From an optimization exercise on the open Yosys and OpenROAD flow, aimed at small area; shortcuts taken in it are not production practice. RTL that was checked went through simulation tests only; none was proved equivalent to the original.

==> flow/design.v <==
module dda_move_engine #(
  parameter int          NUM_AXES     = 2,
  parameter int          BUFFER_DEPTH = 4,
  parameter int          DUR_WIDTH    = 64,
  parameter int          ACC_WIDTH    = 64,
  parameter int          DIV_WIDTH    = 24,
  parameter logic [63:0] THRESHOLD    = 64'h7fffffffffffff9b,
  parameter int          STEP_HOLD    = 8
) (
  input  logic                            clk,
  input  logic                            resetn,
  input  logic [DIV_WIDTH-1:0]            clock_divisor,
  input  logic                            wr_valid,
  output logic                            wr_ready,
  input  logic [DUR_WIDTH-1:0]            wr_duration,
  input  logic [NUM_AXES-1:0]             wr_dir,
  input  logic [NUM_AXES*ACC_WIDTH-1:0]   wr_increment,
  input  logic [NUM_AXES*ACC_WIDTH-1:0]   wr_incinc,
  input  logic                            abort,
  output logic [NUM_AXES-1:0]             step,
  output logic [NUM_AXES-1:0]             dir,
  output logic                            busy,
  output logic                            move_done,
  output logic [$clog2(BUFFER_DEPTH):0]   buffer_count
);
  localparam int PTR_W  = $clog2(BUFFER_DEPTH);
  localparam int CNT_W  = PTR_W + 1;
  localparam int HOLD_W = $clog2(STEP_HOLD);
  localparam logic [ACC_WIDTH-1:0] CORR = {1'b1, {(ACC_WIDTH-1){1'b0}}} - THRESHOLD[ACC_WIDTH-1:0];
  function automatic logic [ACC_WIDTH-1:0] cia_add(input logic [ACC_WIDTH-1:0] x,
                                                   input logic [ACC_WIDTH-1:0] y,
                                                   input int b0, input int bn);
    logic rc, tt, cb, s0;
    cb = 1'b0; rc = 1'b0; tt = 1'b1;
    for (int i = 0; i < ACC_WIDTH; i++) begin
      if (i >= b0 && ((i - b0) % bn) == 0) begin
        cb = (i == b0) ? rc : (rc | (cb & tt));
        rc = 1'b0;
        tt = 1'b1;
      end
      s0 = x[i] ^ y[i] ^ rc;
      rc = (x[i] & y[i]) | (rc & (x[i] ^ y[i]));
      cia_add[i] = (i < b0) ? s0 : (s0 ^ (cb & tt));
      tt = tt & s0;
    end
  endfunction
  logic ld, run;
  logic [DUR_WIDTH-1:0]          mem_dur    [BUFFER_DEPTH];
  logic [NUM_AXES-1:0]           mem_dir    [BUFFER_DEPTH];
  logic [NUM_AXES*ACC_WIDTH-1:0] mem_inc    [BUFFER_DEPTH];
  logic [NUM_AXES*ACC_WIDTH-1:0] mem_incinc [BUFFER_DEPTH];
  logic [PTR_W-1:0]              rd_ptr, wr_ptr;
  logic [DUR_WIDTH-1:0]          tickdown;
  logic [NUM_AXES*ACC_WIDTH-1:0] cur_incinc;
  logic [DIV_WIDTH-1:0]          div_r, clkcnt;     
  logic                          tick_r;            
  logic [ACC_WIDTH-1:0]          inc_r   [NUM_AXES];    
  logic [HOLD_W-1:0]             hcnt    [NUM_AXES];    
  logic [ACC_WIDTH-1:0]          acc     [NUM_AXES];
  logic [NUM_AXES-1:0]           corr;
  logic [ACC_WIDTH-1:0]          acc_sum [NUM_AXES];
  logic [ACC_WIDTH-1:0]          csa_u   [NUM_AXES];
  logic [ACC_WIDTH-1:0]          inc_t   [NUM_AXES];
  logic [ACC_WIDTH-1:0]          corr_t  [NUM_AXES];
  logic [ACC_WIDTH-1:0]          csa_v   [NUM_AXES];
  logic [NUM_AXES-1:0]           pend, fire;
  logic                          push, pop, tick, last, upd, hold;
  logic [BUFFER_DEPTH-1:0]       rsel;
  logic [DUR_WIDTH-1:0]          rd_dur;
  logic [NUM_AXES-1:0]           rd_dir;
  logic [NUM_AXES*ACC_WIDTH-1:0] rd_inc, rd_incinc;
  assign wr_ready = !buffer_count[CNT_W-1] && !abort;
  assign push     = wr_valid && wr_ready;
  assign pop      = !ld && !run && (buffer_count != '0);
  assign tick     = tick_r;
  assign last     = tickdown == DUR_WIDTH'(1);
  assign busy     = ld || run;
  assign upd      = tick && !ld;
  assign hold     = !tick && !ld;
  always_comb begin
    for (int k = 0; k < BUFFER_DEPTH; k++) rsel[k] = ld && (rd_ptr == PTR_W'(k));
    rd_dur = '0; rd_dir = '0; rd_inc = '0; rd_incinc = '0;
    for (int k = 0; k < BUFFER_DEPTH; k++) begin
      rd_dur    = rd_dur    | ({DUR_WIDTH{rsel[k]}} & mem_dur[k]);
      rd_dir    = rd_dir    | ({NUM_AXES{rsel[k]}} & mem_dir[k]);
      rd_inc    = rd_inc    | ({(NUM_AXES*ACC_WIDTH){rsel[k]}} & mem_inc[k]);
      rd_incinc = rd_incinc | ({(NUM_AXES*ACC_WIDTH){rsel[k]}} & mem_incinc[k]);
    end
  end
  always_comb begin
    for (int a = 0; a < NUM_AXES; a++) begin
      inc_t[a]   = {ACC_WIDTH{tick}} & inc_r[a];
      corr_t[a]  = (tick && corr[a]) ? CORR : '0;
      csa_u[a]   = acc[a] ^ inc_t[a] ^ corr_t[a];
      csa_v[a]   = {(acc[a][ACC_WIDTH-2:0] & inc_t[a][ACC_WIDTH-2:0]) |
                    ((acc[a][ACC_WIDTH-2:0] ^ inc_t[a][ACC_WIDTH-2:0]) & corr_t[a][ACC_WIDTH-2:0]), 1'b0};
      acc_sum[a] = cia_add(csa_u[a], csa_v[a], 12, 13);
      fire[a]    = tick && !acc_sum[a][ACC_WIDTH-1] && (acc_sum[a] != '0);
    end
  end
  always_ff @(posedge clk) begin
    if (push) begin
      mem_dur[wr_ptr]    <= wr_duration;
      mem_dir[wr_ptr]    <= wr_dir;
      mem_inc[wr_ptr]    <= wr_increment;
      mem_incinc[wr_ptr] <= wr_incinc;
    end
  end
  always_ff @(posedge clk) begin
    clkcnt <= (ld || tick) ? DIV_WIDTH'(1) : clkcnt + 1'b1;
    if (ld) div_r <= {clock_divisor[DIV_WIDTH-1:1], clock_divisor[0] | (clock_divisor == '0)};
    cur_incinc <= rd_incinc | ({(NUM_AXES*ACC_WIDTH){!ld}} & cur_incinc);
    tickdown   <= rd_dur | ({DUR_WIDTH{upd}} & (tickdown - 1'b1)) | ({DUR_WIDTH{hold}} & tickdown);
    for (int a = 0; a < NUM_AXES; a++)
      inc_r[a] <= rd_inc[a*ACC_WIDTH +: ACC_WIDTH] |
                  ({ACC_WIDTH{!ld}} & (tick ? cia_add(inc_r[a], cur_incinc[a*ACC_WIDTH +: ACC_WIDTH], 12, 13) : inc_r[a]));
    for (int a = 0; a < NUM_AXES; a++) begin
      if (fire[a] && !(step[a] || pend[a])) hcnt[a] <= HOLD_W'(STEP_HOLD - 1);
      else if (!fire[a] && pend[a])         hcnt[a] <= HOLD_W'(STEP_HOLD - 1);
      else                                  hcnt[a] <= hcnt[a] - 1'b1;
    end
  end
  always_ff @(posedge clk or negedge resetn) begin
    if (!resetn) begin
      ld           <= 1'b0;
      run          <= 1'b0;
      rd_ptr       <= '0;
      wr_ptr       <= '0;
      buffer_count <= '0;
      move_done    <= 1'b0;
      dir          <= '0;
      step         <= '0;
      pend         <= '0;
      corr         <= '0;
      tick_r       <= 1'b0;
      for (int a = 0; a < NUM_AXES; a++) acc[a] <= '0;
    end else if (abort) begin
      ld           <= 1'b0;
      run          <= 1'b0;
      rd_ptr       <= '0;
      wr_ptr       <= '0;
      buffer_count <= '0;
      move_done    <= 1'b0;
      step         <= '0;
      pend         <= '0;
      corr         <= '0;
      tick_r       <= 1'b0;
      for (int a = 0; a < NUM_AXES; a++) acc[a] <= '0;
    end else begin
      if (ld)        tick_r <= (rd_dur != '0) && (clock_divisor <= DIV_WIDTH'(1));
      else if (tick) tick_r <= !last && (div_r == DIV_WIDTH'(1));
      else           tick_r <= run && ((clkcnt + 1'b1) == div_r);
      if (push) wr_ptr <= wr_ptr + 1'b1;
      if (ld)   rd_ptr <= rd_ptr + 1'b1;
      if (push && !pop)      buffer_count <= buffer_count + 1'b1;
      else if (pop && !push) buffer_count <= buffer_count - 1'b1;
      for (int a = 0; a < NUM_AXES; a++) begin
        if (fire[a]) begin
          step[a] <= !(step[a] || pend[a]);
          pend[a] <= step[a] || pend[a];
        end else if (pend[a]) begin
          pend[a] <= 1'b0;
          step[a] <= 1'b1;
        end else if (step[a] && hcnt[a] == '0) begin
          step[a] <= 1'b0;
        end
      end
      ld        <= pop;
      move_done <= (ld && rd_dur == '0) || (tick && last);
      if (ld) begin
        dir <= rd_dir;
        run <= rd_dur != '0;
      end else if (tick && last) begin
        run <= 1'b0;
      end
      corr <= fire | ({NUM_AXES{!tick}} & corr);
      for (int a = 0; a < NUM_AXES; a++)
        acc[a] <= {acc_sum[a][ACC_WIDTH-1] ^ fire[a], acc_sum[a][ACC_WIDTH-2:0]};
    end
  end
endmodule
==> flow/config.mk <==
export PLATFORM = sky130hd
export DESIGN_NAME = dda_move_engine
export DESIGN_NICKNAME = dda_move_engine
export VERILOG_FILES = /design/flow/design.v
export SDC_FILE = /design/flow/constraint.sdc
export NUM_CORES = 4
export LEC_CHECK = 0
export CAP_MARGIN = 20
export CORE_MARGIN = 2
export CORE_UTILIZATION = 75
export SLEW_MARGIN = 20
==> flow/constraint.sdc <==
create_clock -name core_clock -period 11.0 [get_ports {clk}]
set_input_delay 2.2000 -clock core_clock [delete_from_list [all_inputs] [get_ports {clk}]]
set_output_delay 2.2000 -clock core_clock [all_outputs]
set_load 0.01 [all_outputs]
standard.sh (not shown) runs the stock make flow with config.mk's settings and CLKGATE_MAP_FILE= SYNTH_SCRIPT=/design/flow/synth_recipe.tcl, a recipe that flattens the netlist after the stock synthesis.
==> flow/flow/run.sh <==
#!/bin/bash
# Standard ORFS layout with two changes: the port buffers are the smallest
# buffer cell, and CTS uses clkbuf_8 leaf clusters without dummy loads.
set -euo pipefail
export BUFFER_PORTS_ARGS="-buffer_cell sky130_fd_sc_hd__buf_1"
export CTS_ARGS="-sink_clustering_enable -repair_clock_nets -dont_use_dummy_load -buf_list sky130_fd_sc_hd__clkbuf_8 -sink_clustering_size 18 -sink_clustering_max_diameter 55"
bash standard.sh > standard_flow.log 2>&1
Then changed:
--- a/flow/design.v
+++ b/flow/design.v
@@ -49,11 +49,11 @@
   logic [NUM_AXES-1:0]           mem_dir    [BUFFER_DEPTH];
   logic [NUM_AXES*ACC_WIDTH-1:0] mem_inc    [BUFFER_DEPTH];
   logic [NUM_AXES*ACC_WIDTH-1:0] mem_incinc [BUFFER_DEPTH];
   logic [PTR_W-1:0]              rd_ptr, wr_ptr;
   logic [DUR_WIDTH-1:0]          tickdown;
-  logic [NUM_AXES*ACC_WIDTH-1:0] cur_incinc;
+  logic [NUM_AXES*ACC_WIDTH-1:0] cur_incinc_n;     
   logic [DIV_WIDTH-1:0]          div_r, clkcnt;     
   logic                          tick_r;            
   logic [ACC_WIDTH-1:0]          inc_r   [NUM_AXES];    
   logic [HOLD_W-1:0]             hcnt    [NUM_AXES];    
   logic [ACC_WIDTH-1:0]          acc     [NUM_AXES];
@@ -107,15 +107,15 @@
     end
   end
   always_ff @(posedge clk) begin
     clkcnt <= (ld || tick) ? DIV_WIDTH'(1) : clkcnt + 1'b1;
     if (ld) div_r <= {clock_divisor[DIV_WIDTH-1:1], clock_divisor[0] | (clock_divisor == '0)};
-    cur_incinc <= rd_incinc | ({(NUM_AXES*ACC_WIDTH){!ld}} & cur_incinc);
+    cur_incinc_n <= ~(rd_incinc | ({(NUM_AXES*ACC_WIDTH){!ld}} & ~cur_incinc_n));
     tickdown   <= rd_dur | ({DUR_WIDTH{upd}} & (tickdown - 1'b1)) | ({DUR_WIDTH{hold}} & tickdown);
     for (int a = 0; a < NUM_AXES; a++)
       inc_r[a] <= rd_inc[a*ACC_WIDTH +: ACC_WIDTH] |
-                  ({ACC_WIDTH{!ld}} & (tick ? cia_add(inc_r[a], cur_incinc[a*ACC_WIDTH +: ACC_WIDTH], 12, 13) : inc_r[a]));
+                  ({ACC_WIDTH{!ld}} & (tick ? cia_add(inc_r[a], ~cur_incinc_n[a*ACC_WIDTH +: ACC_WIDTH], 12, 13) : inc_r[a]));
     for (int a = 0; a < NUM_AXES; a++) begin
       if (fire[a] && !(step[a] || pend[a])) hcnt[a] <= HOLD_W'(STEP_HOLD - 1);
       else if (!fire[a] && pend[a])         hcnt[a] <= HOLD_W'(STEP_HOLD - 1);
       else                                  hcnt[a] <= hcnt[a] - 1'b1;
     end
Outcome:
- The changed run completed with no timing, DRC or antenna violations
- clock skew climbs by 0.019 ns
- die area stays flat
- final area barely changes
- maximum frequency rises by 0.89%
- non-clock buffer count is lower by 9
- worst setup slack improves by 0.093 ns
- wire length stays flat
- count of clock-buffer cells in the layout shrinks by 2
- global-route usage is higher by 0.20 points
- core utilization is about the same
- sequential share of layout area went up by 0.16 points
Function not checked in the second run of this note: the RTL went through the layout flow alone.

==> static timing again, ports no longer ideal <==
In the flow no input, the clock included, has a driving cell. The finished layouts below were timed again as built, in two steps. Step 1 assumes that a clkbuf_16 drives the clock port and a buf_2 every other input. Step 2, shift: input delay + t, output delay - t, t = (earliest + latest rising clock arrival at the registers) / 2. This alone moves slack from input paths to output paths. a / b / c = ideal ports / drivers / drivers and shift; a / b = the first two.
| run | shift t [ns] | setup slack, ns | hold slack, ns |
|---|---|---|---|
| the first run | 0.908 | 0.466 / 0.466 / 0.466 | 0.390 / 0.390 / 0.390 |
| the second run | 0.902 | 0.559 / 0.559 / 0.559 | 0.380 / 0.380 / 0.380 |
After both steps every run listed still meets setup and hold.
